This design comes from an exercise in tuning for small area on the open sky130 flow, not from production work. Where RTL was checked, it was by simulation tests only, not by an equivalence proof against the original. No functional check of the RTL was part of runs 3 and 4. Power and IR drop assume default switching activity.

==> flow/design.v <==
module stb_aoi222 (
  input  logic [2:0] i_sel,
  input  logic [2:0] i_d,
  output logic       o_yn
);
  assign o_yn = ~|(i_sel & i_d);
endmodule
module stb_nand4 (
  input  logic [3:0] i_a,
  output logic       o_y
);
  assign o_y = ~&i_a;
endmodule
module sector_timer_bank #(
  parameter int unsigned N_SECT      = 24,
  parameter int unsigned AW          = 5,
  parameter int unsigned TW          = 16,
  parameter int unsigned PW          = 16,
  parameter int unsigned STALL_TICKS = 5000
) (
  input  logic          i_clk,
  input  logic          i_rst,
  input  logic          i_tick_1us,
  input  logic          i_sct1,
  input  logic          i_sct2,
  input  logic          i_sct_id_ready,
  input  logic [AW-1:0] i_sct_id_mcu,
  input  logic          i_ram_change,
  input  logic          i_rd_en,
  input  logic [AW-1:0] i_rd_addr,
  output logic [TW-1:0] o_rd_data,
  output logic          o_rd_valid,
  output logic [AW-1:0] o_cur_sector,
  output logic [PW-1:0] o_period_out,
  output logic          o_not_rotate
);
  localparam int unsigned SW = $clog2(STALL_TICKS + 1);
  logic [2:0]    r_s1, r_s2;
  logic          r_e1, r_e2;
  logic [AW-1:0] r_cur;
  logic [PW-1:0] r_period_live;
  logic [PW-1:0] r_period_out;
  logic [SW-1:0] r_stall_cnt;
  logic          r_not_rotate;
  logic [TW-1:0] r_acc    [N_SECT];
  logic [TW-1:0] r_shadow [N_SECT];
  logic          r_sh_valid;    
  logic [TW-1:0] r_rd_data;
  logic          r_rd_valid;
  logic [AW-1:0]     w_cur_nxt;
  logic              w_id_ok;
  logic [N_SECT-1:0] w_dec_cur;   
  logic [N_SECT-1:0] w_dec_rd;    
  logic [TW-1:0]     w_cur_val;   
  logic [TW-1:0]     w_rd_mux;
  logic              w_tick_ok;
  logic              w_clr;
  logic              w_sat;
  logic [TW-1:0]     w_bus;       
  always_ff @(posedge i_clk) begin
    if (i_rst) begin
      r_s1 <= '0;
      r_s2 <= '0;
      r_e1 <= 1'b0;
      r_e2 <= 1'b0;
    end else begin
      r_s1 <= {r_s1[1:0], i_sct1};
      r_s2 <= {r_s2[1:0], i_sct2};
      r_e1 <= r_s1[1] & ~r_s1[2];
      r_e2 <= r_s2[1] & ~r_s2[2];
    end
  end
  always_comb begin
    w_id_ok   = 32'(i_sct_id_mcu) < N_SECT;
    w_cur_nxt = r_cur;
    if (r_e1) begin
      w_cur_nxt = '0;
    end else if (i_sct_id_ready && w_id_ok) begin
      w_cur_nxt = i_sct_id_mcu;
    end else if (r_e2) begin
      w_cur_nxt = (r_cur == AW'(N_SECT - 1)) ? '0 : r_cur + AW'(1);
    end
  end
  always_comb begin
    for (int unsigned i = 0; i < N_SECT; i++) begin
      w_dec_cur[i] = (r_cur == AW'(i));
      w_dec_rd[i]  = r_sh_valid && (i_rd_addr == AW'(i));
    end
  end
  for (genvar b = 0; b < TW; b++) begin : g_mux
    logic [N_SECT-1:0]   w_acc_col, w_sh_col;
    logic [N_SECT/3-1:0] w_acc_pn, w_sh_pn;
    logic [1:0]          w_acc_p, w_sh_p;
    for (genvar i = 0; i < N_SECT; i++) begin : g_col
      assign w_acc_col[i] = r_acc[i][b];
      assign w_sh_col[i]  = r_shadow[i][b];
    end
    for (genvar j = 0; j < N_SECT / 3; j++) begin : g_grp
      stb_aoi222 u_acc (.i_sel(w_dec_cur[3*j +: 3]), .i_d(w_acc_col[3*j +: 3]), .o_yn(w_acc_pn[j]));
      stb_aoi222 u_sh  (.i_sel(w_dec_rd[3*j +: 3]),  .i_d(w_sh_col[3*j +: 3]),  .o_yn(w_sh_pn[j]));
    end
    for (genvar j = 0; j < 2; j++) begin : g_red
      stb_nand4 u_acc (.i_a(w_acc_pn[4*j +: 4]), .o_y(w_acc_p[j]));
      stb_nand4 u_sh  (.i_a(w_sh_pn[4*j +: 4]),  .o_y(w_sh_p[j]));
    end
    assign w_cur_val[b] = |w_acc_p;
    assign w_rd_mux[b]  = |w_sh_p;
  end
  always_ff @(posedge i_clk) begin
    if (i_rst) begin
      r_cur         <= '0;
      r_period_live <= '0;
      r_period_out  <= '0;
      r_stall_cnt   <= '0;
      r_not_rotate  <= 1'b0;
      r_rd_data     <= '0;
      r_rd_valid    <= 1'b0;
      r_sh_valid    <= 1'b0;
    end else begin
      r_cur      <= w_cur_nxt;
      r_rd_valid <= i_rd_en;
      if (i_rd_en) r_rd_data <= w_rd_mux;
      if (i_ram_change) r_sh_valid <= 1'b1;
      if (i_ram_change) begin
        r_period_out  <= r_period_live;
        r_period_live <= r_e1 ? PW'(1) : '0;
      end else if (r_e1 && (r_period_live != '1)) begin
        r_period_live <= r_period_live + PW'(1);
      end
      if (r_e1 || r_e2) begin
        r_stall_cnt  <= '0;
        r_not_rotate <= 1'b0;
      end else if (i_tick_1us && (r_stall_cnt != SW'(STALL_TICKS))) begin
        r_stall_cnt <= r_stall_cnt + SW'(1);
        if (r_stall_cnt == SW'(STALL_TICKS - 1)) r_not_rotate <= 1'b1;
      end
    end
  end
  assign w_tick_ok = i_tick_1us & ~r_not_rotate;
  assign w_clr     = i_rst | i_ram_change;
  assign w_sat     = &w_cur_val;
  always_comb begin
    if (w_clr) w_bus = {{(TW-1){1'b0}}, w_tick_ok & ~i_rst};
    else       w_bus = w_cur_val + TW'(!w_sat);
  end
  for (genvar i = 0; i < N_SECT; i++) begin : g_sect
    logic w_en;
    assign w_en = w_clr | (w_tick_ok & w_dec_cur[i]);
    always_ff @(posedge i_clk) begin
      if (w_en) r_acc[i] <= {w_bus[TW-1:1], w_bus[0] & w_dec_cur[i]};
      if (i_ram_change) r_shadow[i] <= r_acc[i];
    end
  end
  assign o_rd_data    = r_rd_data;
  assign o_rd_valid   = r_rd_valid;
  assign o_cur_sector = r_cur;
  assign o_period_out = r_period_out;
  assign o_not_rotate = r_not_rotate;
endmodule
==> flow/run.sh <==
#!/bin/bash
# synth_recipe.tcl (not shown) runs the flow's synth.tcl, then flattens the netlist and writes it again
# the make line also repeats each setting of config.mk as NAME=value (left out here)
make -C /OpenROAD-flow-scripts/flow DESIGN_CONFIG=/design/flow/config.mk WORK_HOME=/design/flow/orfs CLKGATE_MAP_FILE= SYNTH_SCRIPT=/design/flow/synth_recipe.tcl finish
==> flow/config.mk <==
export PLATFORM = sky130hd
export DESIGN_NAME = sector_timer_bank
export DESIGN_NICKNAME = sector_timer_bank
export VERILOG_FILES = /design/flow/design.v
export SDC_FILE = /design/flow/constraint.sdc
export NUM_CORES = 4
export LEC_CHECK = 0
export CAP_MARGIN = 20
export CORE_MARGIN = 2
export CORE_UTILIZATION = 40
export CTS_BUF_LIST = sky130_fd_sc_hd__clkbuf_8 sky130_fd_sc_hd__clkbuf_16
export CTS_CLUSTER_DIAMETER = 80
export CTS_CLUSTER_SIZE = 30
export SLEW_MARGIN = 20
export SYNTH_HIERARCHICAL = 1
export SYNTH_MINIMUM_KEEP_SIZE = 0
==> flow/constraint.sdc <==
create_clock -name core_clock -period 5.0 [get_ports {i_clk}]
set_input_delay 1.0000 -clock core_clock [delete_from_list [all_inputs] [get_ports {i_clk}]]
set_output_delay 1.0000 -clock core_clock [all_outputs]
set_load 0.01 [all_outputs]
==> flow_summary.html, run 1 <==
<table>
<tr><th>Metric</th><th>Value</th></tr>
<tr><th colspan="2">Clock network</th></tr>
<tr><td>H-tree Lvls</td><td>2</td></tr>
<tr><td>Number of clock buffers inserted by TritonCTS</td><td>37</td></tr>
<tr><td>TritonCTS clock tree</td><td>done</td></tr>
<tr><td>Max Buffers Root-to-Sink</td><td>3</td></tr>
<tr><td>Root cell of the clock tree</td><td>clkbuf_16</td></tr>
<tr><td>Clock sink count</td><td>845</td></tr>
<tr><td>Number of hold buffers added after CTS</td><td>0</td></tr>
<tr><td>Clock latency on the worst-skew pair</td><td>0.60 ns</td></tr>
<tr><td>Total setup buffers inserted after CTS</td><td>0</td></tr>
<tr><td>Clock-pin slew reported for the worst setup and hold paths after clock tree synthesis</td><td>0.10 ns</td></tr>
<tr><th colspan="2">GRT</th></tr>
<tr><td>Via count of the first global-routing pass</td><td>17700</td></tr>
<tr><td>GR Overflow Total</td><td>0</td></tr>
<tr><td>Global-route wire length before repair</td><td>122000 um</td></tr>
<tr><td>Number of antenna violations at the first check in global routing</td><td>1</td></tr>
<tr><td>Largest net degree at the start of global routing</td><td>101</td></tr>
<tr><td>Overall Global Routing Usage</td><td>21.6%</td></tr>
<tr><th colspan="2">Yosys</th></tr>
<tr><td>Yosys warning count</td><td>9</td></tr>
<tr><td>Sequential cell area fraction in the yosys report</td><td>80.9%</td></tr>
<tr><td>Dominant cell type by area after synthesis</td><td>edfxtp_1</td></tr>
<tr><td>Synth Instances</td><td>1675</td></tr>
<tr><td>Main flop type after synthesis</td><td>edfxtp_1</td></tr>
<tr><td>Share of synthesized flip-flops with an asynchronous set or reset</td><td>0%</td></tr>
<tr><td>Synthesized net count</td><td>1703</td></tr>
<tr><td>Largest cells by area after synthesis</td><td>edfxtp_1 (76%), a222oi_1 (8.4%), dfxtp_1 (5.1%), nor2_1 (1.9%), nand4_1 (1.6%)</td></tr>
<tr><td>Count of state elements after synthesis</td><td>845</td></tr>
<tr><td>Syn Std Cell Area</td><td>30400 um^2</td></tr>
<tr><td>Share of Yosys cell area claimed by the top area cell type</td><td>75.9%</td></tr>
<tr><td>Unique masters post-synth</td><td>49</td></tr>
<tr><td>Mapped Avg Cell Area</td><td>18.1 um^2</td></tr>
<tr><td>Number of enable-type register cells in the synthesized netlist</td><td>768</td></tr>
<tr><th colspan="2">Floorplan</th></tr>
<tr><td>Starting density of the core</td><td>40.2%</td></tr>
<tr><td>Width of the die</td><td>280 um</td></tr>
<tr><td>Count of standard-cell rows</td><td>101</td></tr>
<tr><td>Top-Level Pins</td><td>57</td></tr>
<tr><td>Core region area</td><td>75600 um^2</td></tr>
<tr><td>Die Area</td><td>78200 um^2</td></tr>
<tr><td>Chip Height</td><td>280 um</td></tr>
<tr><th colspan="2">Timing</th></tr>
<tr><td>Total count of hold-check failures in the final report</td><td>0</td></tr>
<tr><td>Min Clock Period, post-route</td><td>4.80 ns</td></tr>
<tr><td>Actual transition at the worst max-transition pin</td><td>1.16 ns</td></tr>
<tr><td>Worst-case clock skew</td><td>0.0215 ns</td></tr>
<tr><td>Final setup violation count</td><td>0</td></tr>
<tr><td>Highest Clock Rate</td><td>0.208 GHz</td></tr>
<tr><td>RSZ-0062 raised after global routing</td><td>no</td></tr>
<tr><td>Ratio of final minimum period to clock period</td><td>96.0%</td></tr>
<tr><td>Number of slew-limit violations in the final report</td><td>0</td></tr>
<tr><td>Relative slew slack</td><td>22.8%</td></tr>
<tr><th colspan="2">Worst setup path</th></tr>
<tr><td>Required time reported for the critical path endpoint</td><td>5.32 ns</td></tr>
<tr><td>Element type at the critical path start</td><td>flop</td></tr>
<tr><td>Crit path capture type</td><td>flop</td></tr>
<tr><td>Largest driver fanout on the critical path</td><td>12</td></tr>
<tr><td>Data arrival time at the worst-slack endpoint</td><td>5.12 ns</td></tr>
<tr><td>Critical path class</td><td>reg -&gt; reg</td></tr>
<tr><th colspan="2">Cells and area</th></tr>
<tr><td>Share of cells above drive strength 1</td><td>15.2%</td></tr>
<tr><td>Commonest cells after routing, fill and taps aside</td><td>edfxtp_1 (768), a222oi_1 (256), buf_4 (169)</td></tr>
<tr><td>Sequential cell area</td><td>24600 um^2</td></tr>
<tr><td>Most common cell after layout, fill and taps aside</td><td>edfxtp_1</td></tr>
<tr><td>Number of diodes</td><td>0</td></tr>
<tr><td>Area growth from synthesis to layout</td><td>15.3%</td></tr>
<tr><td>Nets@finish</td><td>1952</td></tr>
<tr><td>Combined area of the multi-input logic cells</td><td>5750 um^2</td></tr>
<tr><td>Post-route non-filler standard cell count</td><td>2930</td></tr>
<tr><td>Filler Cells Inserted</td><td>6331</td></tr>
<tr><td>Layout Utilization</td><td>46.4%</td></tr>
<tr><th colspan="2">Job</th></tr>
<tr><td>Max-cap viol count</td><td>0</td></tr>
<tr><th colspan="2">Place</th></tr>
<tr><td>Final weighted congestion in routability-driven placement</td><td>0.913</td></tr>
<tr><td>Count of placed standard cells including taps</td><td>2862</td></tr>
<tr><td>Final HPWL DP</td><td>55600 um</td></tr>
<tr><td>Input/output buffers</td><td>56</td></tr>
<tr><th colspan="2">Drt</th></tr>
<tr><td>Routed wire per std cell</td><td>29.3 um</td></tr>
<tr><td>DRT Pass-1 Iters</td><td>8</td></tr>
<tr><td>Starting DRC count in detailed routing</td><td>3451</td></tr>
<tr><td>Post-route DRC violation count</td><td>0</td></tr>
<tr><td>Wirelength, routed</td><td>85900 um</td></tr>
<tr><td>Count of vias placed by the detailed router</td><td>18300</td></tr>
<tr><td>Final ANT Viol Nets</td><td>0</td></tr>
<tr><td>Vias per cell</td><td>6.24</td></tr>
<tr><th colspan="2">Worst hold path</th></tr>
<tr><td>Class of the tightest hold or removal check</td><td>reg -&gt; reg</td></tr>
<tr><th colspan="2">Power</th></tr>
<tr><td>Total power divided by cell area</td><td>374 nW/um^2</td></tr>
<tr><td>Leakage Power</td><td>12.4 nW</td></tr>
<tr><td>Worst voltage drop across the vdd grid</td><td>0.294 mV</td></tr>
<tr><th colspan="2">Run status</th></tr>
<tr><td>Status</td><td>timing/DRC/antenna clean</td></tr>
</table>
## where the power goes
| part | switching [mW] | internal [mW] |
|---|---|---|
| clock | 2.15 | 1.56 |
| combinational | 0.543 | 0.232 |
| sequential | 0.250 | 8.36 |
## path summary, 6_finish.rpt
path	startpoint	end	slack (ns)	cells after the start
max	r_cur[1]$_SDFFE_PP0P_	r_acc[15][12]$_DFFE_PP_	0.20	18
min	r_s2[2]$_SDFF_PP0_	r_e2$_SDFF_PP0_	0.39	1
max reg2reg	r_cur[1]$_SDFFE_PP0P_	r_acc[15][12]$_DFFE_PP_	0.20	18
min reg2reg	r_s2[2]$_SDFF_PP0_	r_e2$_SDFF_PP0_	0.39	1
## cell type report
class	instances	share of cell area (%)
clock buffer	40	2.82
timing repair buffer	242	6.15
multi-input combinational	766	16.4
tap	978	3.49
sequential	845	70.2
clock inverter	27	0.607
inverter	32	0.343
## cell usage after synthesis (all sizes together), types with 2 or more instances
master	instances
nor4	2
dfxtp	77
or3	5
nand4b	4
nand2b	10
o22ai	4
ha	10
nor2b	17
nor3	25
edfxtp	768
nand3	21
and4	5
nor3b	3
clkbuf	27
a222oi	256
or2	5
mux2i	21
a31oi	2
o211ai	2
nand4	78
xnor2	16
nor2	154
a211oi	20
and3	5
o21ai	35
inv	32
nand3b	3
a21oi	10
nand2	31
and2	2
xor2	10
buf	6
## stage by stage
stage	hold slack [ns]	total power, mW	TNS [ns]	cell area [um^2]	setup WS, ns
2_1_floorplan	0.367	8.98	0	30400	0.290
3_3_place_gp	0.374	9.49	-1.12	33800	-0.0479
3_5_place_dp	0.381	9.54	-2.14	33800	-0.0899
4_1_cts	0.395	13.1	0	35000	0.158
5_1_grt	0.415	13.5	0	35100	0.0564
6_report	0.390	13.1	0	35100	0.198
## logic make-up (layout without fill, tap and decap cells)
group	after synthesis	in the layout	synth area share, %
AOI/OAI and AO/OA	336	336	10.1
DFF	845	845	80.9
adders and majority gates	10	10	0.412
xor gates and xnor gates	26	26	0.749
buffers and inverters	65	341	0.823
and+or+nand+nor	372	373	6.27
muxes	21	21	0.691
## state kept, by name (all words and copies together) (netlist names)
name / cells
r_s2: 3
r_rd_valid: 1
r_e2: 1
r_sh_valid: 1
r_s1: 3
r_period_out: 16
r_cur: 5
r_rd_data: 16
r_not_rotate: 1
r_shadow: 384
r_period_live: 16
r_e1: 1
r_stall_cnt: 13
r_acc: 384
## worst max-delay path, stage by stage (launching register included)
cell and delay (ns):
dfxtp_1 0.40, inv_1 0.08, ha_1 0.21, nor2b_1 0.19
nand3_1 0.19, inv_1 0.24, buf_12 0.22, a222oi_1 0.54
nand4_1 0.16, buf_4 0.20, o22ai_2 0.24, nor4b_4 0.10
nand3_1 0.10, ha_1 0.18, o221ai_2 0.12, nor4_4 0.28
nand4b_4 0.15, o21ai_1 0.30, nor3b_4 0.60
## Yosys stat by module, one instance, submodules excluded
| module | cells inside | area [um^2] | copies in the design |
|---|---|---|---|
| sector_timer_bank | 1355 | 27400 | 1 |
| stb_aoi222 | 1 | 10.0 | 256 |
| stb_nand4 | 1 | 6.26 | 64 |
## timing repair
item                                    CTS  global route
endpoints found under the setup margin   24            42
gates resized for setup                   1             1
cloned                                    0             1
## routing by layer
layer  vias up  GRT usage [%]  share of wire, %
met4         0           6.98               3.1
li1       7729              -                 -
met2      1124           35.8                48
met1      9284           29.7                38
met5         -              0                 0
met3       137           2.94                10
==> run 2, diff against run 1 <==
--- a/flow/design.v
+++ b/flow/design.v
@@ -141,7 +141,7 @@
   assign w_sat     = &w_cur_val;
   always_comb begin
     if (w_clr) w_bus = {{(TW-1){1'b0}}, w_tick_ok & ~i_rst};
-    else       w_bus = w_cur_val + TW'(!w_sat);
+    else       w_bus = (w_cur_val + TW'(1)) | {TW{w_sat}};
   end
   for (genvar i = 0; i < N_SECT; i++) begin : g_sect
     logic w_en;
--- a/flow/config.mk
+++ b/flow/config.mk
@@ -11,6 +11,7 @@
 export CTS_BUF_LIST = sky130_fd_sc_hd__clkbuf_8 sky130_fd_sc_hd__clkbuf_16
 export CTS_CLUSTER_DIAMETER = 80
 export CTS_CLUSTER_SIZE = 30
+export PLACE_DENSITY = 0.8
 export SLEW_MARGIN = 20
 export SYNTH_HIERARCHICAL = 1
 export SYNTH_MINIMUM_KEEP_SIZE = 0
==> flow_summary.html, run 2 <==
<table>
<tr><th>Metric</th><th>Value</th></tr>
<tr><th colspan="2">Run status</th></tr>
<tr><td>Status</td><td>timing/DRC/antenna clean</td></tr>
<tr><th colspan="2">Job</th></tr>
<tr><td>Max-cap viol count</td><td>0</td></tr>
<tr><th colspan="2">Yosys</th></tr>
<tr><td>Number of enable-type register cells in the synthesized netlist</td><td>768</td></tr>
<tr><td>Simple-gate portion of the synthesized area</td><td>6.88%</td></tr>
<tr><td>Dominant combinational cell family by area after synthesis</td><td>compound AO/OA/AOI/OAI gates</td></tr>
<tr><td>Largest cells by area after synthesis</td><td>edfxtp_1 (75%), a222oi_1 (8.3%), dfxtp_1 (5.0%), nand4_1 (1.5%), nor2_1 (1.4%)</td></tr>
<tr><td>Synthesized-area fraction occupied by xor and xnor cells</td><td>0.369%</td></tr>
<tr><td>Yosys warning count</td><td>9</td></tr>
<tr><td>Synth Instances</td><td>1717</td></tr>
<tr><td>Synthesized net count</td><td>1744</td></tr>
<tr><td>Most frequent cells after synthesis</td><td>edfxtp_1 (768), a222oi_1 (256), nor2_1 (112), dfxtp_1 (77), nand4_1 (75)</td></tr>
<tr><td>Sequential cell area fraction in the yosys report</td><td>79.7%</td></tr>
<tr><td>Unique masters post-synth</td><td>63</td></tr>
<tr><td>Mux contribution to synthesized area</td><td>0.754%</td></tr>
<tr><td>Mapped Avg Cell Area</td><td>18.0 um^2</td></tr>
<tr><td>Main flop type after synthesis</td><td>edfxtp_1</td></tr>
<tr><td>Share of synthesized flip-flops with an asynchronous set or reset</td><td>0%</td></tr>
<tr><td>Most instantiated library cell after synthesis</td><td>edfxtp_1</td></tr>
<tr><td>Share of Yosys cell area claimed by the top area cell type</td><td>74.7%</td></tr>
<tr><td>Syn Std Cell Area</td><td>30900 um^2</td></tr>
<tr><td>Dominant cell type by area after synthesis</td><td>edfxtp_1</td></tr>
<tr><td>Count of state elements after synthesis</td><td>845</td></tr>
<tr><td>Arithmetic-cell share of the synthesized area counting full adders, half adders and majority gates</td><td>0.365%</td></tr>
<tr><td>Fraction of the mapped netlist area in compound gates</td><td>10.9%</td></tr>
<tr><th colspan="2">Timing</th></tr>
<tr><td>Worst-case clock skew</td><td>0.0290 ns</td></tr>
<tr><td>Relative slew slack</td><td>24.8%</td></tr>
<tr><td>Actual transition at the worst max-transition pin</td><td>1.13 ns</td></tr>
<tr><td>Number of slew-limit violations in the final report</td><td>0</td></tr>
<tr><td>Ratio of final minimum period to clock period</td><td>93.6%</td></tr>
<tr><td>Min Clock Period, post-route</td><td>4.68 ns</td></tr>
<tr><td>RSZ-0062 raised after global routing</td><td>no</td></tr>
<tr><td>Least setup slack across all paths after layout</td><td>0.321 ns</td></tr>
<tr><td>Final setup violation count</td><td>0</td></tr>
<tr><td>Worst Hold Slack</td><td>0.398 ns</td></tr>
<tr><td>Setup TNS Final</td><td>0 ns</td></tr>
<tr><td>Total count of hold-check failures in the final report</td><td>0</td></tr>
<tr><td>Highest Clock Rate</td><td>0.214 GHz</td></tr>
<tr><th colspan="2">Cells and area</th></tr>
<tr><td>Layout Utilization</td><td>45.2%</td></tr>
<tr><td>Commonest cells after routing, fill and taps aside</td><td>edfxtp_1 (768), a222oi_1 (256), nor2_1 (111)</td></tr>
<tr><td>Share of cells above drive strength 1</td><td>10.6%</td></tr>
<tr><td>Area growth from synthesis to layout</td><td>11.5%</td></tr>
<tr><td>Most common cell after layout, fill and taps aside</td><td>edfxtp_1</td></tr>
<tr><td>Post-route cell area</td><td>34400 um^2</td></tr>
<tr><td>Combined area of the multi-input logic cells</td><td>6120 um^2</td></tr>
<tr><td>Filler Cells Inserted</td><td>6282</td></tr>
<tr><td>Largest registers</td><td>r_acc x384, r_shadow x384</td></tr>
<tr><td>Sequential cell area</td><td>24600 um^2</td></tr>
<tr><td>Number of diodes</td><td>0</td></tr>
<tr><td>Post-route non-filler standard cell count</td><td>2903</td></tr>
<tr><td>Nets@finish</td><td>1874</td></tr>
<tr><th colspan="2">Clock network</th></tr>
<tr><td>Number of clock buffers inserted by TritonCTS</td><td>35</td></tr>
<tr><td>TritonCTS clock tree</td><td>done</td></tr>
<tr><td>Clock latency on the worst-skew pair</td><td>0.60 ns</td></tr>
<tr><td>Max Buffers Root-to-Sink</td><td>3</td></tr>
<tr><td>Root cell of the clock tree</td><td>clkbuf_16</td></tr>
<tr><td>Clock sink count</td><td>845</td></tr>
<tr><td>H-tree Lvls</td><td>2</td></tr>
<tr><td>Number of hold buffers added after CTS</td><td>0</td></tr>
<tr><td>Clock-pin slew reported for the worst setup and hold paths after clock tree synthesis</td><td>0.11 ns</td></tr>
<tr><th colspan="2">Floorplan</th></tr>
<tr><td>Core region area</td><td>76200 um^2</td></tr>
<tr><td>Chip Height</td><td>282 um</td></tr>
<tr><td>Starting density of the core</td><td>40.5%</td></tr>
<tr><td>Die Area</td><td>79400 um^2</td></tr>
<tr><td>Top-Level Pins</td><td>57</td></tr>
<tr><td>Width of the die</td><td>282 um</td></tr>
<tr><td>Count of standard-cell rows</td><td>101</td></tr>
<tr><th colspan="2">Worst setup path</th></tr>
<tr><td>Top Family by Delay on Critical Path</td><td>simple AND/OR/NAND/NOR gates</td></tr>
<tr><td>Chain of cells forming the critical path</td><td>inv_1, ha_1, nor2b_1, nand2_1, inv_1, buf_4, a222oi_1, nand4_1, o22ai_2, nor4_2, a41oi_1, a211oi_4, buf_4</td></tr>
<tr><td>Element type at the critical path start</td><td>flop</td></tr>
<tr><td>Critical path class</td><td>reg -&gt; reg</td></tr>
<tr><td>Crit path capture type</td><td>flop</td></tr>
<tr><td>Required time reported for the critical path endpoint</td><td>5.43 ns</td></tr>
<tr><td>Highest cell delay on the worst timing path</td><td>0.67 ns</td></tr>
<tr><td>Data arrival time at the worst-slack endpoint</td><td>5.11 ns</td></tr>
<tr><td>Largest driver fanout on the critical path</td><td>13</td></tr>
<tr><td>Total buffers and inverters traversed by the critical path</td><td>4</td></tr>
<tr><td>Highest-delay cell along the critical path</td><td>a211oi_4</td></tr>
<tr><th colspan="2">Drt</th></tr>
<tr><td>Final ANT Viol Nets</td><td>0</td></tr>
<tr><td>Wirelength, routed</td><td>81500 um</td></tr>
<tr><td>Routed wire per std cell</td><td>28.1 um</td></tr>
<tr><td>Post-route DRC violation count</td><td>0</td></tr>
<tr><td>Starting DRC count in detailed routing</td><td>4110</td></tr>
<tr><td>Count of vias placed by the detailed router</td><td>18700</td></tr>
<tr><td>Vias per cell</td><td>6.43</td></tr>
<tr><td>DRT Pass-1 Iters</td><td>10</td></tr>
<tr><th colspan="2">Power</th></tr>
<tr><td>Switching pwr</td><td>2.84 mW</td></tr>
<tr><td>Seq pwr share</td><td>67.2%</td></tr>
<tr><td>Internal power contribution</td><td>10.0 mW</td></tr>
<tr><td>Part of the total power dissipated in combinational logic</td><td>5.6%</td></tr>
<tr><td>Total power divided by cell area</td><td>373 nW/um^2</td></tr>
<tr><td>Leakage Power</td><td>11.8 nW</td></tr>
<tr><td>Power after layout</td><td>12.9 mW</td></tr>
<tr><td>Fraction of power consumed by the clock network</td><td>27.2%</td></tr>
<tr><td>Worst voltage drop across the vdd grid</td><td>0.207 mV</td></tr>
<tr><td>Share of total power consumed by net switching</td><td>22.1%</td></tr>
<tr><th colspan="2">Worst hold path</th></tr>
<tr><td>Class of the tightest hold or removal check</td><td>reg -&gt; reg</td></tr>
<tr><th colspan="2">GRT</th></tr>
<tr><td>GR Overflow Total</td><td>0</td></tr>
<tr><td>Overall Global Routing Usage</td><td>20.1%</td></tr>
<tr><td>Global-route wire length before repair</td><td>118000 um</td></tr>
<tr><td>Largest net degree at the start of global routing</td><td>198</td></tr>
<tr><td>Number of antenna violations at the first check in global routing</td><td>1</td></tr>
<tr><td>Via count of the first global-routing pass</td><td>18400</td></tr>
<tr><th colspan="2">Place</th></tr>
<tr><td>Count of placed standard cells including taps</td><td>2838</td></tr>
<tr><td>Final weighted congestion in routability-driven placement</td><td>0.939</td></tr>
<tr><td>Worst setup slack after placement</td><td>0.261 ns</td></tr>
<tr><td>Post-DP Area</td><td>33300 um^2</td></tr>
<tr><td>Final HPWL DP</td><td>50100 um</td></tr>
<tr><td>Input/output buffers</td><td>56</td></tr>
</table>
==> run 2: cell count changes after synthesis, moves of 5 or more <==
cell	before	now
nor4_1	0	7
nand2b_1	10	5
nor2_1	154	112
xnor2_1	16	4
nor3_1	25	18
o31ai_1	0	7
a21oi_1	10	23
or3_1	4	10
nor3_2	0	19
a311oi_1	1	6
==> run 2: kinds of logic after synthesis <==
logic type,count (synthesis)
multiplexers,23
buffers and inverters,80
adder cells (fa/ha/maj),9
flip-flops,845
AO/OA/AOI/OAI,376
AND/OR/NAND/NOR,371
XOR/XNOR,13
==> run 2: worst register-to-register path, stage by stage, from the launching register on <==
cell and delay, ns:
dfxtp_1 0.38, inv_1 0.12, ha_1 0.20, nor2b_1 0.32, nand2_1 0.23, inv_1 0.57, buf_4 0.30, a222oi_1 0.12
nand4_1 0.24, o22ai_2 0.18, nor4_2 0.57, a41oi_1 0.29, a211oi_4 0.67, buf_4 0.32
==> run 2: power by group through the flow <==
stage | Combinational (mW) | Clock [mW] | Sequential [mW]
3_5_place_dp | 0.695 | 0 | 8.80
5_1_grt | 0.752 | 3.75 | 8.70
4_1_cts | 0.698 | 3.52 | 8.63
2_1_floorplan | 0.333 | 0 | 8.69
3_3_place_gp | 0.665 | 0 | 8.74
6_report | 0.722 | 3.49 | 8.64
==> run 2: what timing repair did <==
action | CTS | global route
setup endpoints to repair | 0 | 38
gates resized for setup | 0 | 2
buffers inserted | 0 | 0
==> run 2: metal layers <==
layer | wire, um | vias up | track usage [%]
met1 | 27500 | 9227 | 25.2
met2 | 38900 | 1482 | 33.1
li1 | - | 7711 | -
met4 | 3560 | 0 | 8.74
met3 | 11500 | 246 | 5.09
met5 | 0 | - | 0
==> run 2: Yosys stat by module, one instance, submodules excluded <==
module,cell area [um^2],flip-flops and latches,cells
stb_nand4,6.26,0,1
stb_aoi222,10.0,0,1
sector_timer_bank,27900,845,1397
==> run 2: final cells by class <==
type	count	area share [%]
Clock buffer	38	2.73
Sequential cell	845	71.5
Tap cell	1030	3.74
Multi-Input combinational cell	793	17.8
Inverter	36	0.403
Timing Repair Buffer	136	3.42
Clock inverter	25	0.480
==> run 2: worst paths after layout <==
check	start	end	slack, ns	cells past startpoint
worst max-delay path	r_cur[0]$_SDFFE_PP0P_	r_acc[5][15]$_DFFE_PP_	0.32	13
worst min-delay path	r_s2[2]$_SDFF_PP0_	r_e2$_SDFF_PP0_	0.40	1
worst max register to register	r_cur[0]$_SDFFE_PP0P_	r_acc[5][15]$_DFFE_PP_	0.32	13
worst min register to register	r_s2[2]$_SDFF_PP0_	r_e2$_SDFF_PP0_	0.40	1
==> run 3, diff against run 2 <==
--- a/flow/design.v
+++ b/flow/design.v
@@ -1,15 +1,11 @@
-module stb_aoi222 (
-  input  logic [2:0] i_sel,
-  input  logic [2:0] i_d,
-  output logic       o_yn
+module stb_andor #(
+  parameter int unsigned N = 24
+) (
+  input  logic [N-1:0] i_sel,
+  input  logic [N-1:0] i_d,
+  output logic         o_y
 );
-  assign o_yn = ~|(i_sel & i_d);
-endmodule
-module stb_nand4 (
-  input  logic [3:0] i_a,
-  output logic       o_y
-);
-  assign o_y = ~&i_a;
+  assign o_y = |(i_sel & i_d);
 endmodule
 module sector_timer_bank #(
   parameter int unsigned N_SECT      = 24,
@@ -88,23 +84,13 @@
     end
   end
   for (genvar b = 0; b < TW; b++) begin : g_mux
-    logic [N_SECT-1:0]   w_acc_col, w_sh_col;
-    logic [N_SECT/3-1:0] w_acc_pn, w_sh_pn;
-    logic [1:0]          w_acc_p, w_sh_p;
+    logic [N_SECT-1:0] w_acc_col, w_sh_col;
     for (genvar i = 0; i < N_SECT; i++) begin : g_col
       assign w_acc_col[i] = r_acc[i][b];
       assign w_sh_col[i]  = r_shadow[i][b];
     end
-    for (genvar j = 0; j < N_SECT / 3; j++) begin : g_grp
-      stb_aoi222 u_acc (.i_sel(w_dec_cur[3*j +: 3]), .i_d(w_acc_col[3*j +: 3]), .o_yn(w_acc_pn[j]));
-      stb_aoi222 u_sh  (.i_sel(w_dec_rd[3*j +: 3]),  .i_d(w_sh_col[3*j +: 3]),  .o_yn(w_sh_pn[j]));
-    end
-    for (genvar j = 0; j < 2; j++) begin : g_red
-      stb_nand4 u_acc (.i_a(w_acc_pn[4*j +: 4]), .o_y(w_acc_p[j]));
-      stb_nand4 u_sh  (.i_a(w_sh_pn[4*j +: 4]),  .o_y(w_sh_p[j]));
-    end
-    assign w_cur_val[b] = |w_acc_p;
-    assign w_rd_mux[b]  = |w_sh_p;
+    stb_andor #(.N(N_SECT)) u_cur (.i_sel(w_dec_cur), .i_d(w_acc_col), .o_y(w_cur_val[b]));
+    stb_andor #(.N(N_SECT)) u_rd  (.i_sel(w_dec_rd),  .i_d(w_sh_col),  .o_y(w_rd_mux[b]));
   end
   always_ff @(posedge i_clk) begin
     if (i_rst) begin
@@ -141,11 +127,11 @@
   assign w_sat     = &w_cur_val;
   always_comb begin
     if (w_clr) w_bus = {{(TW-1){1'b0}}, w_tick_ok & ~i_rst};
-    else       w_bus = (w_cur_val + TW'(1)) | {TW{w_sat}};
+    else       w_bus = w_cur_val + TW'(1);
   end
   for (genvar i = 0; i < N_SECT; i++) begin : g_sect
     logic w_en;
-    assign w_en = w_clr | (w_tick_ok & w_dec_cur[i]);
+    assign w_en = w_clr | (w_tick_ok & w_dec_cur[i] & ~w_sat);
     always_ff @(posedge i_clk) begin
       if (w_en) r_acc[i] <= {w_bus[TW-1:1], w_bus[0] & w_dec_cur[i]};
       if (i_ram_change) r_shadow[i] <= r_acc[i];
--- a/flow/config.mk
+++ b/flow/config.mk
@@ -8,10 +8,6 @@
 export CAP_MARGIN = 20
 export CORE_MARGIN = 2
 export CORE_UTILIZATION = 40
-export CTS_BUF_LIST = sky130_fd_sc_hd__clkbuf_8 sky130_fd_sc_hd__clkbuf_16
-export CTS_CLUSTER_DIAMETER = 80
-export CTS_CLUSTER_SIZE = 30
-export PLACE_DENSITY = 0.8
 export SLEW_MARGIN = 20
 export SYNTH_HIERARCHICAL = 1
 export SYNTH_MINIMUM_KEEP_SIZE = 0
==> flow_summary.html, run 3 <==
<table>
<tr><th>Metric</th><th>Value</th></tr>
<tr><th colspan="2">Timing</th></tr>
<tr><td>Ratio of final minimum period to clock period</td><td>96.1%</td></tr>
<tr><td>Actual transition at the worst max-transition pin</td><td>1.15 ns</td></tr>
<tr><td>Final setup violation count</td><td>0</td></tr>
<tr><td>Total count of hold-check failures in the final report</td><td>0</td></tr>
<tr><td>RSZ-0062 raised after global routing</td><td>no</td></tr>
<tr><td>Min Clock Period, post-route</td><td>4.81 ns</td></tr>
<tr><td>Worst-case clock skew</td><td>0.0345 ns</td></tr>
<tr><td>Highest Clock Rate</td><td>0.208 GHz</td></tr>
<tr><td>Setup TNS Final</td><td>0 ns</td></tr>
<tr><td>Number of slew-limit violations in the final report</td><td>0</td></tr>
<tr><td>Relative slew slack</td><td>23.1%</td></tr>
<tr><td>Least setup slack across all paths after layout</td><td>0.193 ns</td></tr>
<tr><th colspan="2">Clock network</th></tr>
<tr><td>Clock-pin slew reported for the worst setup and hold paths after clock tree synthesis</td><td>0.06 ns</td></tr>
<tr><td>TritonCTS clock tree</td><td>done</td></tr>
<tr><td>Total setup buffers inserted after CTS</td><td>0</td></tr>
<tr><td>H-tree Lvls</td><td>3</td></tr>
<tr><td>Number of hold buffers added after CTS</td><td>0</td></tr>
<tr><td>Post-CTS Resized</td><td>0</td></tr>
<tr><td>Root cell of the clock tree</td><td>clkbuf_16</td></tr>
<tr><td>Clock latency on the worst-skew pair</td><td>0.66 ns</td></tr>
<tr><td>Number of clock buffers inserted by TritonCTS</td><td>84</td></tr>
<tr><td>Max Buffers Root-to-Sink</td><td>3</td></tr>
<tr><td>Clock sink count</td><td>845</td></tr>
<tr><th colspan="2">Place</th></tr>
<tr><td>Input/output buffers</td><td>56</td></tr>
<tr><td>Count of placed standard cells including taps</td><td>3030</td></tr>
<tr><td>Worst setup slack after placement</td><td>0.301 ns</td></tr>
<tr><td>Final HPWL DP</td><td>59500 um</td></tr>
<tr><td>Final weighted congestion in routability-driven placement</td><td>0.909</td></tr>
<tr><td>Post-DP Area</td><td>34100 um^2</td></tr>
<tr><th colspan="2">Power</th></tr>
<tr><td>Total power divided by cell area</td><td>433 nW/um^2</td></tr>
<tr><td>Share of total power consumed by net switching</td><td>21.7%</td></tr>
<tr><td>Fraction of power consumed by the clock network</td><td>41.4%</td></tr>
<tr><td>Power after layout</td><td>16.0 mW</td></tr>
<tr><td>Internal power contribution</td><td>12.5 mW</td></tr>
<tr><td>Switching pwr</td><td>3.48 mW</td></tr>
<tr><td>Part of the total power dissipated in combinational logic</td><td>4.7%</td></tr>
<tr><td>Seq pwr share</td><td>54.0%</td></tr>
<tr><td>Leakage Power</td><td>13.0 nW</td></tr>
<tr><td>Worst voltage drop across the vdd grid</td><td>0.277 mV</td></tr>
<tr><th colspan="2">Worst setup path</th></tr>
<tr><td>Critical path class</td><td>reg -&gt; reg</td></tr>
<tr><td>Depth of the worst register-to-register path</td><td>15</td></tr>
<tr><td>Required time reported for the critical path endpoint</td><td>5.32 ns</td></tr>
<tr><td>Reg-to-reg critical path endpoint</td><td>r_acc[4][7]$_DFFE_PP_</td></tr>
<tr><td>Data arrival time at the worst-slack endpoint</td><td>5.12 ns</td></tr>
<tr><td>Largest driver fanout on the critical path</td><td>16</td></tr>
<tr><td>Element type at the critical path start</td><td>flop</td></tr>
<tr><td>Worst-case register-to-register setup slack</td><td>0.19 ns</td></tr>
<tr><td>Crit path capture type</td><td>flop</td></tr>
<tr><td>FF-to-FF Start</td><td>r_cur[0]$_SDFFE_PP0P_</td></tr>
<tr><th colspan="2">Floorplan</th></tr>
<tr><td>Width of the die</td><td>284 um</td></tr>
<tr><td>Starting density of the core</td><td>40.4%</td></tr>
<tr><td>Core region area</td><td>77500 um^2</td></tr>
<tr><td>Count of standard-cell rows</td><td>102</td></tr>
<tr><td>Chip Height</td><td>284 um</td></tr>
<tr><td>Die Area</td><td>80500 um^2</td></tr>
<tr><td>Top-Level Pins</td><td>57</td></tr>
<tr><th colspan="2">Cells and area</th></tr>
<tr><td>Post-route non-filler standard cell count</td><td>3188</td></tr>
<tr><td>Share of cells above drive strength 1</td><td>14.9%</td></tr>
<tr><td>Commonest cells after routing, fill and taps aside</td><td>edfxtp_1 (768), a22oi_1 (352), nand4_1 (108), buf_4 (108), nor2_1 (104)</td></tr>
<tr><td>Nets@finish</td><td>2103</td></tr>
<tr><td>Largest registers</td><td>r_acc x384, r_shadow x384</td></tr>
<tr><td>Filler Cells Inserted</td><td>6524</td></tr>
<tr><td>Post-route cell area</td><td>37000 um^2</td></tr>
<tr><td>Area growth from synthesis to layout</td><td>18.3%</td></tr>
<tr><td>Most common cell after layout, fill and taps aside</td><td>edfxtp_1</td></tr>
<tr><th colspan="2">Yosys</th></tr>
<tr><td>Unique masters post-synth</td><td>53</td></tr>
<tr><td>Count of state elements after synthesis</td><td>845</td></tr>
<tr><td>Number of enable-type register cells in the synthesized netlist</td><td>768</td></tr>
<tr><td>Share of synthesized flip-flops with an asynchronous set or reset</td><td>0%</td></tr>
<tr><td>Largest cells by area after synthesis</td><td>edfxtp_1 (74%), a22oi_1 (8.4%), dfxtp_1 (4.9%), nand4_1 (2.2%), nor2_1 (1.4%)</td></tr>
<tr><td>Sequential cell area fraction in the yosys report</td><td>78.6%</td></tr>
<tr><td>Share of Yosys cell area claimed by the top area cell type</td><td>73.7%</td></tr>
<tr><td>Yosys warning count</td><td>9</td></tr>
<tr><td>Synth Instances</td><td>1859</td></tr>
<tr><td>Syn Std Cell Area</td><td>31300 um^2</td></tr>
<tr><td>Synthesized net count</td><td>1886</td></tr>
<tr><td>Dominant cell type by area after synthesis</td><td>edfxtp_1</td></tr>
<tr><td>Most instantiated library cell after synthesis</td><td>edfxtp_1</td></tr>
<tr><td>Mapped Avg Cell Area</td><td>16.8 um^2</td></tr>
<tr><td>Most frequent cells after synthesis</td><td>edfxtp_1 (768), a22oi_1 (352), nor2_1 (119), nand4_1 (108), dfxtp_1 (77)</td></tr>
<tr><td>Main flop type after synthesis</td><td>edfxtp_1</td></tr>
<tr><th colspan="2">GRT</th></tr>
<tr><td>GR Overflow Total</td><td>0</td></tr>
<tr><td>Via count of the first global-routing pass</td><td>18600</td></tr>
<tr><td>Number of antenna violations at the first check in global routing</td><td>11</td></tr>
<tr><td>Overall Global Routing Usage</td><td>22.2%</td></tr>
<tr><td>Global-route wire length before repair</td><td>129000 um</td></tr>
<tr><td>Largest net degree at the start of global routing</td><td>182</td></tr>
<tr><th colspan="2">Drt</th></tr>
<tr><td>DRT Pass-1 Iters</td><td>5</td></tr>
<tr><td>Routed wire per std cell</td><td>28.5 um</td></tr>
<tr><td>Vias per cell</td><td>6.00</td></tr>
<tr><td>Detailed route wirelength on metal2</td><td>42800 um</td></tr>
<tr><td>Met1 Routed Length</td><td>36300 um</td></tr>
<tr><td>Wirelength, routed</td><td>91000 um</td></tr>
<tr><td>Starting DRC count in detailed routing</td><td>2719</td></tr>
<tr><td>Post-route DRC violation count</td><td>0</td></tr>
<tr><td>Wire length on met3</td><td>8760 um</td></tr>
<tr><td>Top metal layer carrying routed signals</td><td>met5</td></tr>
<tr><td>Count of vias placed by the detailed router</td><td>19100</td></tr>
<tr><td>Final ANT Viol Nets</td><td>0</td></tr>
<tr><th colspan="2">Worst hold path</th></tr>
<tr><td>Worst hold path startpoint</td><td>r_s2[2]$_SDFF_PP0_</td></tr>
<tr><td>Class of the tightest hold or removal check</td><td>reg -&gt; reg</td></tr>
<tr><td>Worst hold endpoint</td><td>r_e2$_SDFF_PP0_</td></tr>
<tr><td>Hold Path Stages</td><td>1</td></tr>
<tr><th colspan="2">Job</th></tr>
<tr><td>Max-cap viol count</td><td>0</td></tr>
<tr><th colspan="2">Run status</th></tr>
<tr><td>Status</td><td>timing/DRC/antenna clean</td></tr>
</table>
-- run 3: worst max-delay path by stage --
stage                                     start                      to
after floorplan           r_cur[0]$_SDFFE_PP0P_  r_acc[0][14]$_DFFE_PP_
after global placement    r_cur[0]$_SDFFE_PP0P_  r_acc[18][8]$_DFFE_PP_
after detailed placement  r_cur[0]$_SDFFE_PP0P_   r_acc[7][9]$_DFFE_PP_
after CTS                 r_cur[0]$_SDFFE_PP0P_  r_acc[5][10]$_DFFE_PP_
after global routing      r_cur[0]$_SDFFE_PP0P_   r_acc[4][7]$_DFFE_PP_
final                     r_cur[0]$_SDFFE_PP0P_   r_acc[4][7]$_DFFE_PP_
-- run 3: per-stage QoR --
step / util, % / hold WS [ns]
finish: 47.8 / 0.387
global route: 47.8 / 0.408
CTS: 47.7 / 0.387
detailed placement: 44.0 / 0.373
global placement: 43.9 / 0.376
floorplan: - / 0.367
-- run 3: cells by family after synthesis --
logic type	after synthesis	share of synthesized area, %
flops	845	78.6
compound gates	473	11.5
simple gates	421	7.21
buf+inv	61	0.788
mux	33	1.06
xor+xnor	17	0.476
fa+ha+maj	9	0.360
-- run 3: critical path, stage by stage, from the launching register on --
cell	delay, ns
dfxtp_1	0.45
inv_1	0.11
ha_1	0.24
nand2b_1	0.26
buf_4	0.19
nor3_2	0.06
buf_4	0.24
a22oi_2	0.25
nand4_1	0.33
or3_1	0.55
and2_1	0.26
nand3_1	0.23
nor4_4	0.08
buf_4	0.23
nor2_1	0.60
buf_4	0.38
-- run 3: final cells by class --
| class | instances | area, um^2 | share of cell area [%] |
|---|---|---|---|
| sequential | 845 | 24600 | 66.5 |
| multi-input combinational | 953 | 6620 | 17.9 |
| clock buffer | 104 | 2270 | 6.13 |
| timing repair buffer | 170 | 1490 | 4.03 |
| tap | 1040 | 1300 | 3.52 |
| clock inverter | 50 | 632 | 1.71 |
| inverter | 22 | 82.6 | 0.223 |
| antenna | 4 | 10.0 | 0.0270 |
-- run 3: power by group through the flow --
stage / logic, mW / clock network, mW / registers, mW
2_1_floorplan: 0.313 / 0 / 8.69
3_3_place_gp: 0.716 / 0 / 8.77
3_5_place_dp: 0.735 / 0 / 8.80
4_1_cts: 0.738 / 6.71 / 8.65
5_1_grt: 0.779 / 6.99 / 8.70
6_report: 0.747 / 6.63 / 8.65
-- run 3: metal layers --
layer  track usage [%]  vias up
met5                 0        -
met4              8.57        2
met3              4.11      153
met2              34.9     1089
met1              30.6     9717
li1                  -     8158
==> run 4, diff against run 3 <==
--- a/flow/design.v
+++ b/flow/design.v
@@ -1,12 +1,3 @@
-module stb_andor #(
-  parameter int unsigned N = 24
-) (
-  input  logic [N-1:0] i_sel,
-  input  logic [N-1:0] i_d,
-  output logic         o_y
-);
-  assign o_y = |(i_sel & i_d);
-endmodule
 module sector_timer_bank #(
   parameter int unsigned N_SECT      = 24,
   parameter int unsigned AW          = 5,
@@ -40,19 +31,12 @@
   logic          r_not_rotate;
   logic [TW-1:0] r_acc    [N_SECT];
   logic [TW-1:0] r_shadow [N_SECT];
-  logic          r_sh_valid;    
   logic [TW-1:0] r_rd_data;
   logic          r_rd_valid;
   logic [AW-1:0]     w_cur_nxt;
   logic              w_id_ok;
-  logic [N_SECT-1:0] w_dec_cur;   
-  logic [N_SECT-1:0] w_dec_rd;    
-  logic [TW-1:0]     w_cur_val;   
+  logic [N_SECT-1:0] w_inc;
   logic [TW-1:0]     w_rd_mux;
-  logic              w_tick_ok;
-  logic              w_clr;
-  logic              w_sat;
-  logic [TW-1:0]     w_bus;       
   always_ff @(posedge i_clk) begin
     if (i_rst) begin
       r_s1 <= '0;
@@ -78,19 +62,12 @@
     end
   end
   always_comb begin
+    w_inc    = '0;
+    w_rd_mux = '0;
     for (int unsigned i = 0; i < N_SECT; i++) begin
-      w_dec_cur[i] = (r_cur == AW'(i));
-      w_dec_rd[i]  = r_sh_valid && (i_rd_addr == AW'(i));
+      w_inc[i] = i_tick_1us && !r_not_rotate && (r_cur == AW'(i));
+      if (i_rd_addr == AW'(i)) w_rd_mux = r_shadow[i];
     end
-  end
-  for (genvar b = 0; b < TW; b++) begin : g_mux
-    logic [N_SECT-1:0] w_acc_col, w_sh_col;
-    for (genvar i = 0; i < N_SECT; i++) begin : g_col
-      assign w_acc_col[i] = r_acc[i][b];
-      assign w_sh_col[i]  = r_shadow[i][b];
-    end
-    stb_andor #(.N(N_SECT)) u_cur (.i_sel(w_dec_cur), .i_d(w_acc_col), .o_y(w_cur_val[b]));
-    stb_andor #(.N(N_SECT)) u_rd  (.i_sel(w_dec_rd),  .i_d(w_sh_col),  .o_y(w_rd_mux[b]));
   end
   always_ff @(posedge i_clk) begin
     if (i_rst) begin
@@ -101,12 +78,10 @@
       r_not_rotate  <= 1'b0;
       r_rd_data     <= '0;
       r_rd_valid    <= 1'b0;
-      r_sh_valid    <= 1'b0;
     end else begin
       r_cur      <= w_cur_nxt;
       r_rd_valid <= i_rd_en;
       if (i_rd_en) r_rd_data <= w_rd_mux;
-      if (i_ram_change) r_sh_valid <= 1'b1;
       if (i_ram_change) begin
         r_period_out  <= r_period_live;
         r_period_live <= r_e1 ? PW'(1) : '0;
@@ -122,19 +97,17 @@
       end
     end
   end
-  assign w_tick_ok = i_tick_1us & ~r_not_rotate;
-  assign w_clr     = i_rst | i_ram_change;
-  assign w_sat     = &w_cur_val;
-  always_comb begin
-    if (w_clr) w_bus = {{(TW-1){1'b0}}, w_tick_ok & ~i_rst};
-    else       w_bus = w_cur_val + TW'(1);
-  end
-  for (genvar i = 0; i < N_SECT; i++) begin : g_sect
-    logic w_en;
-    assign w_en = w_clr | (w_tick_ok & w_dec_cur[i] & ~w_sat);
-    always_ff @(posedge i_clk) begin
-      if (w_en) r_acc[i] <= {w_bus[TW-1:1], w_bus[0] & w_dec_cur[i]};
-      if (i_ram_change) r_shadow[i] <= r_acc[i];
+  always_ff @(posedge i_clk) begin
+    for (int unsigned i = 0; i < N_SECT; i++) begin
+      if (i_rst) begin
+        r_acc[i]    <= '0;
+        r_shadow[i] <= '0;
+      end else if (i_ram_change) begin
+        r_shadow[i] <= r_acc[i];
+        r_acc[i]    <= w_inc[i] ? TW'(1) : '0;
+      end else if (w_inc[i] && (r_acc[i] != '1)) begin
+        r_acc[i] <= r_acc[i] + TW'(1);
+      end
     end
   end
   assign o_rd_data    = r_rd_data;
--- a/flow/config.mk
+++ b/flow/config.mk
@@ -9,5 +9,3 @@
 export CORE_MARGIN = 2
 export CORE_UTILIZATION = 40
 export SLEW_MARGIN = 20
-export SYNTH_HIERARCHICAL = 1
-export SYNTH_MINIMUM_KEEP_SIZE = 0
==> flow_summary.html, run 4 <==
<table>
<tr><th>Metric</th><th>Value</th></tr>
<tr><th colspan="2">Place</th></tr>
<tr><td>Final HPWL DP</td><td>83200 um</td></tr>
<tr><td>Post-DP Area</td><td>40900 um^2</td></tr>
<tr><td>Final weighted congestion in routability-driven placement</td><td>0.963</td></tr>
<tr><td>Worst setup slack after placement</td><td>0.965 ns</td></tr>
<tr><td>Input/output buffers</td><td>56</td></tr>
<tr><th colspan="2">GRT</th></tr>
<tr><td>Overall Global Routing Usage</td><td>22.6%</td></tr>
<tr><td>Via count of the first global-routing pass</td><td>29200</td></tr>
<tr><td>Global-route wire length before repair</td><td>180000 um</td></tr>
<tr><td>GR Overflow Total</td><td>0</td></tr>
<tr><td>Number of antenna violations at the first check in global routing</td><td>3</td></tr>
<tr><td>Largest net degree at the start of global routing</td><td>114</td></tr>
<tr><th colspan="2">Yosys</th></tr>
<tr><td>Dominant cell type by area after synthesis</td><td>dfxtp_1</td></tr>
<tr><td>Most instantiated library cell after synthesis</td><td>nor2_1</td></tr>
<tr><td>Largest cells by area after synthesis</td><td>dfxtp_1 (43%), mux2i_1 (12%), nor2_1 (8.1%), xor2_1 (4.0%), xnor2_1 (3.1%)</td></tr>
<tr><td>Yosys warning count</td><td>3</td></tr>
<tr><td>Mux contribution to synthesized area</td><td>12.9%</td></tr>
<tr><td>Unique masters post-synth</td><td>107</td></tr>
<tr><td>Simple-gate portion of the synthesized area</td><td>22.3%</td></tr>
<tr><td>Most frequent cells after synthesis</td><td>nor2_1 (851), dfxtp_1 (844), mux2i_1 (463), nand2_1 (206), xor2_1 (179)</td></tr>
<tr><td>Main flop type after synthesis</td><td>dfxtp_1</td></tr>
<tr><td>Sequential cell area fraction in the yosys report</td><td>42.9%</td></tr>
<tr><td>Dominant combinational cell family by area after synthesis</td><td>simple AND/OR/NAND/NOR gates</td></tr>
<tr><td>Share of Yosys cell area claimed by the top area cell type</td><td>42.9%</td></tr>
<tr><td>Syn Std Cell Area</td><td>39400 um^2</td></tr>
<tr><td>Mapped Avg Cell Area</td><td>8.93 um^2</td></tr>
<tr><td>Synthesized-area fraction occupied by xor and xnor cells</td><td>7.05%</td></tr>
<tr><td>Share of synthesized flip-flops with an asynchronous set or reset</td><td>0%</td></tr>
<tr><td>Count of state elements after synthesis</td><td>844</td></tr>
<tr><td>Arithmetic-cell share of the synthesized area counting full adders, half adders and majority gates</td><td>1.02%</td></tr>
<tr><td>Fraction of the mapped netlist area in compound gates</td><td>10.2%</td></tr>
<tr><td>Number of enable-type register cells in the synthesized netlist</td><td>0</td></tr>
<tr><td>Synth Instances</td><td>4411</td></tr>
<tr><td>Synthesized net count</td><td>4461</td></tr>
<tr><th colspan="2">Clock network</th></tr>
<tr><td>Clock sink count</td><td>844</td></tr>
<tr><td>Number of hold buffers added after CTS</td><td>0</td></tr>
<tr><td>Clock latency on the worst-skew pair</td><td>0.69 ns</td></tr>
<tr><td>Number of clock buffers inserted by TritonCTS</td><td>91</td></tr>
<tr><td>Total setup buffers inserted after CTS</td><td>0</td></tr>
<tr><td>TritonCTS clock tree</td><td>done</td></tr>
<tr><td>Clock-pin slew reported for the worst setup and hold paths after clock tree synthesis</td><td>0.06 ns</td></tr>
<tr><td>Post-CTS Resized</td><td>0</td></tr>
<tr><td>Root cell of the clock tree</td><td>clkbuf_16</td></tr>
<tr><td>Max Buffers Root-to-Sink</td><td>3</td></tr>
<tr><td>H-tree Lvls</td><td>3</td></tr>
<tr><th colspan="2">Timing</th></tr>
<tr><td>Worst-case clock skew</td><td>0.0667 ns</td></tr>
<tr><td>Final setup violation count</td><td>0</td></tr>
<tr><td>Highest Clock Rate</td><td>0.297 GHz</td></tr>
<tr><td>Number of slew-limit violations in the final report</td><td>0</td></tr>
<tr><td>Setup TNS Final</td><td>0 ns</td></tr>
<tr><td>RSZ-0062 raised after global routing</td><td>no</td></tr>
<tr><td>Ratio of final minimum period to clock period</td><td>67.3%</td></tr>
<tr><td>Relative slew slack</td><td>32.8%</td></tr>
<tr><td>Least setup slack across all paths after layout</td><td>1.63 ns</td></tr>
<tr><td>Worst Hold Slack</td><td>0.381 ns</td></tr>
<tr><td>Total count of hold-check failures in the final report</td><td>0</td></tr>
<tr><td>Actual transition at the worst max-transition pin</td><td>1.01 ns</td></tr>
<tr><td>Min Clock Period, post-route</td><td>3.37 ns</td></tr>
<tr><th colspan="2">Power</th></tr>
<tr><td>Part of the total power dissipated in combinational logic</td><td>5.5%</td></tr>
<tr><td>Internal power contribution</td><td>11.0 mW</td></tr>
<tr><td>Total power divided by cell area</td><td>329 nW/um^2</td></tr>
<tr><td>Share of total power consumed by net switching</td><td>23.8%</td></tr>
<tr><td>Leakage Power</td><td>15.9 nW</td></tr>
<tr><td>Switching pwr</td><td>3.45 mW</td></tr>
<tr><td>Fraction of power consumed by the clock network</td><td>47.7%</td></tr>
<tr><td>Worst voltage drop across the vdd grid</td><td>0.258 mV</td></tr>
<tr><td>Seq pwr share</td><td>46.9%</td></tr>
<tr><th colspan="2">Drt</th></tr>
<tr><td>Vias per cell</td><td>5.60</td></tr>
<tr><td>Post-route DRC violation count</td><td>0</td></tr>
<tr><td>DRT Pass-1 Iters</td><td>6</td></tr>
<tr><td>Starting DRC count in detailed routing</td><td>2886</td></tr>
<tr><td>Final ANT Viol Nets</td><td>0</td></tr>
<tr><td>Count of vias placed by the detailed router</td><td>31900</td></tr>
<tr><td>Routed wire per std cell</td><td>20.5 um</td></tr>
<tr><td>Wirelength, routed</td><td>117000 um</td></tr>
<tr><th colspan="2">Floorplan</th></tr>
<tr><td>Count of standard-cell rows</td><td>115</td></tr>
<tr><td>Chip Height</td><td>318 um</td></tr>
<tr><td>Die Area</td><td>101000 um^2</td></tr>
<tr><td>Top-Level Pins</td><td>57</td></tr>
<tr><td>Core region area</td><td>98000 um^2</td></tr>
<tr><td>Width of the die</td><td>318 um</td></tr>
<tr><td>Starting density of the core</td><td>40.2%</td></tr>
<tr><th colspan="2">Cells and area</th></tr>
<tr><td>Share of cells above drive strength 1</td><td>6.55%</td></tr>
<tr><td>Commonest cells after routing, fill and taps aside</td><td>nor2_1 (851), dfxtp_1 (844), mux2i_1 (463)</td></tr>
<tr><td>Nets@finish</td><td>4395</td></tr>
<tr><td>Post-route cell area</td><td>44000 um^2</td></tr>
<tr><td>Area growth from synthesis to layout</td><td>11.7%</td></tr>
<tr><td>Most common cell after layout, fill and taps aside</td><td>nor2_1</td></tr>
<tr><td>Largest registers</td><td>r_acc x384, r_shadow x384</td></tr>
<tr><td>Filler Cells Inserted</td><td>9519</td></tr>
<tr><th colspan="2">Worst setup path</th></tr>
<tr><td>Element type at the critical path start</td><td>primary input</td></tr>
<tr><td>Crit path capture type</td><td>flop</td></tr>
<tr><td>Required time reported for the critical path endpoint</td><td>5.55 ns</td></tr>
<tr><td>Largest driver fanout on the critical path</td><td>23</td></tr>
<tr><td>Data arrival time at the worst-slack endpoint</td><td>3.92 ns</td></tr>
<tr><td>Critical path class</td><td>in -&gt; reg</td></tr>
<tr><th colspan="2">Job</th></tr>
<tr><td>Max-cap viol count</td><td>0</td></tr>
<tr><th colspan="2">Worst hold path</th></tr>
<tr><td>Class of the tightest hold or removal check</td><td>reg -&gt; reg</td></tr>
<tr><th colspan="2">Run status</th></tr>
<tr><td>Status</td><td>timing/DRC/antenna clean</td></tr>
</table>
## run 4: power by group through the flow
stage	logic, mW	registers, mW	clock network, mW
floorplan	0.533	6.91	0
global placement	0.790	6.93	0
detailed placement	0.785	6.93	0
CTS	0.788	6.78	7.04
global route	0.838	6.78	7.32
finish	0.792	6.78	6.89
## run 4: final cells by class
class                      instances  area [um^2]  area share [%]
clock buffer                     133         2670            6.07
tap                             1287         1610            3.66
clock inverter                    29          414           0.942
multi-input combinational       3247        21100            47.9
timing repair buffer             109         1100            2.51
sequential                       844        16900            38.4
antenna                            1         2.50         0.00569
inverter                          52          195           0.444
## run 4: metal layers
layer	track usage [%]	part of all wire [%]	routed length (um)
met2	33.5	42	49500
met1	33.2	48	56400
met4	7.21	3.1	3610
met3	3.54	6.5	7640
met5	0	0	0
## run 4: through the flow
stage	power, mW	std cells	utilization, %
after floorplan	7.44	4411	-
after global placement	7.72	5539	41.7
after detailed placement	7.71	5539	41.7
after CTS	14.6	5701	44.8
after global routing	14.9	5701	44.9
final	14.5	5702	44.9
## run 4: final timing paths
kind	startpoint	endpoint	slack, ns	depth (start not counted)
worst max register to register	r_cur[2]$_SDFFE_PP0P_	r_acc[5][10]$_SDFFE_PP0P_	1.96	6
worst min register to register	r_s2[2]$_SDFF_PP0_	r_e2$_SDFF_PP0_	0.38	1
worst min-delay path	r_s2[2]$_SDFF_PP0_	r_e2$_SDFF_PP0_	0.38	1
worst max-delay path	i_rd_addr[4]	r_rd_data[0]$_SDFFE_PP0P_	1.63	8
## run 4: cell families after synthesis
| kind of cell | after synthesis |
|---|---|
| simple gates | 1803 |
| compound gates | 600 |
| buf+inv | 320 |
| flops | 844 |
| mux | 495 |
| fa+ha+maj | 32 |
| xor+xnor | 317 |
## run 4: worst max-delay path, stage by stage
cell	delay [ns]
clkdlybuf4s50_1	0.84
buf_4	0.41
nor4b_4	0.50
a21oi_1	0.13
o21ai_1	0.13
a21oi_1	0.13
nor4_1	0.63
o31ai_1	0.14

separate check: timing with driven ports:
Ports are ideal in the flow. The routed layouts listed here were re-timed in OpenROAD. Step 1, drivers: a clkbuf_16 drives i_clk and a buf_2 each remaining input, both assumed. Step 2 also shifts input and output timing later by t, the mid clock arrival at the registers, as if the neighbouring blocks saw the same clock. Slacks: ideal / step 1 / step 2; pairs: ideal / step 1.
run	shift t [ns]	setup slack, ns	worst setup path at the end
run 1	0.649	0.198 / 0.198 / 0.198	register to register
run 2	0.643	0.321 / 0.321 / 0.321	register to register
run 3	0.706	0.193 / 0.193 / 0.193	register to register
run 4	0.730	1.633 / 1.648 / 0.918	input to register
After both steps every run listed still meets setup and hold. For run 4, which loses most, drivers alone change the setup slack by +0.015 ns; drivers and shift together by -0.715 ns.
